Background: an optimization exercise with open tools, aiming at small area, a short achievable clock period and few clock cycles per item. Do not read the settings as production practice. In this exercise RTL edits were held to simulation tests only and were not proved equivalent to the original.

old:
## bitmap_page_allocator_top
module bitmap_page_allocator_top (
  input  logic                               clk_i,
  input  logic                               rst_ni,
  input  logic                               cfg_valid_i,
  output logic                               cfg_ready_o,
  input  logic [bpa_pkg::CNT_W-1:0]          cfg_data_i,
  input  logic                               s_axis_tvalid,
  output logic                               s_axis_tready,
  input  logic [bpa_pkg::IN_TDATA_W-1:0]     s_axis_tdata,
  input  logic [bpa_pkg::OP_W-1:0]           s_axis_tuser,
  output logic                               m_axis_tvalid,
  input  logic                               m_axis_tready,
  output logic [bpa_pkg::OUT_TDATA_W-1:0]    m_axis_tdata,
  output logic [bpa_pkg::STS_W-1:0]          m_axis_tuser
);
Size in the first run: roughly 16000 cells after synthesis, about 4700 flip-flops, roughly 97 I/O pins, roughly 0.21 sq mm of cells after synthesis.
make LEC_CHECK=0 CAP_MARGIN=20 CORE_MARGIN=2 CORE_UTILIZATION=30 CTS_BUF_LIST=sky130_fd_sc_hd__clkbuf_8 CTS_CLUSTER_SIZE=24 PLACE_DENSITY=0.45 SETUP_SLACK_MARGIN=5 SLEW_MARGIN=20 SYNTH_MEMORY_MAX_BITS=8192 finish   # period 12.0 ns
run.sh (not shown) runs the stock make flow with config.mk's settings and CLKGATE_MAP_FILE= SYNTH_SCRIPT=/design/flow/synth_recipe.tcl, a recipe that flattens the netlist after the stock synthesis.
Testbench counts of old, summed over its fixed seeds: cycles 9,771, items 9,608.
Relative to old, the following input files were edited for new:
-- flow/design.v --
<<< old, line 145
  logic              s_rdy_q, cfg_rdy_q;
  logic              rq_v_q, rq_one_q;
  logic [1:0]        rq_op_q;
  logic [5:0]        rq_low_q, rq_lob_q;   
  logic [6:0]        rq_hiw_q;             
>>> new, line 145
  logic              s_rdy_q, cfg_rdy_q;
  logic              rq_v_q, rq_one_q;
  logic              rq_alloc_q, rq_set_q;   
  logic [5:0]        rq_low_q, rq_lob_q;   
  logic [6:0]        rq_hiw_q;             
<<< old, line 176
  logic [12:0]       o_u_q, s_u_q, o_f_q, s_f_q;
  wire stall = s_v_q;
  wire        is_alloc  = (rq_op_q == 2'd0);
  wire        is_set    = (rq_op_q == 2'd3);
  wire        e_go      = rq_v_q & ~stall;
  wire        range_err = rq_over_q | ({rq_hiw_q, rq_hib_q} > tot_q);
>>> new, line 176
  logic [12:0]       o_u_q, s_u_q, o_f_q, s_f_q;
  wire stall = s_v_q;
  wire        is_alloc  = rq_alloc_q;
  wire        is_set    = rq_set_q;
  wire        e_go      = rq_v_q & ~stall;
  wire        range_err = rq_over_q | ({rq_hiw_q, rq_hib_q} > tot_q);
<<< old, line 219
  logic          a_still;
  logic [127:0] a_cnt;
  assign a_free  = ~a_word;
  assign a_cnt   = pre_cnt2(a_free);
  assign a_first = a_free & ~(a_cnt[63:0] << 1);
  assign a_new   = a_word | a_first;
>>> new, line 219
  logic          a_still;
  logic [127:0] a_cnt;
  logic [127:0] a_cnt0, a_cnt1;
  assign a_free  = ~a_word;
  assign a_cnt0  = pre_cnt2(~rd0);
  assign a_cnt1  = pre_cnt2(~rd1);
  assign a_cnt   = hfi_q[0] ? a_cnt1 : a_cnt0;
  assign a_first = a_free & ~(a_cnt[63:0] << 1);
  assign a_new   = a_word | a_first;
<<< old, line 461
    sec_q    <= sec_n;
    if (s_rdy_q) begin
      rq_op_q    <= in_op;
      rq_low_q   <= in_idx[11:6];
      rq_lob_q   <= in_idx[5:0];
>>> new, line 464
    sec_q    <= sec_n;
    if (s_rdy_q) begin
      rq_alloc_q <= (in_op == 2'd0);
      rq_set_q   <= (in_op == 2'd3);
      rq_low_q   <= in_idx[11:6];
      rq_lob_q   <= in_idx[5:0];
Results
- old ran to completion and came out clean on the timing, design-rule and antenna checks.
- Status new: flow complete, layout not clean - capacitance limit, slew limit
- Cell count: new higher than old
- new vs. old: slack of the critical path lower, final area lower, non-clock buffer count lower.
- new vs old — count of cell instances traversed by the critical path dropped by more than 10%
- Sequential area share after synthesis ended up 0.73 points lower on new than on old.
- Of new and old, the lower met1 layer usage reported by global route belongs to old.
- Relative to old, area of the die has increased by about 1.1% in new.
- Path depth of the worst reg2reg path, new and old: lower on new
- Final routed wirelength across all metal layers (new over old): increase, 1.7%
Testbench counts of new, summed over its fixed seeds: cycles 9,771, items 9,608.

[re-timing with driven ports]
In the flow no input, the clock included, has a driving cell. The finished layouts below were timed again as built, in two steps.
Step 1, drivers: a clkbuf_16 drives clk_i and a buf_2 each remaining input, both assumed.
Step 2, shift: input delay + t, output delay - t, t = (earliest + latest rising clock arrival at the registers) / 2. This alone moves slack from input paths to output paths.
Slacks: ideal / step 1 / step 2; pairs: ideal / step 1.
run	t (ns)	setup slack, ns	worst setup path at the end	worst register clock-pin slew, ns	cell pins on the clock port's net
old	1.498	4.854 / 4.854 / 4.854	register to register	0.07 / 0.07	1
new	1.536	4.727 / 4.727 / 4.727	register to register	0.07 / 0.07	1
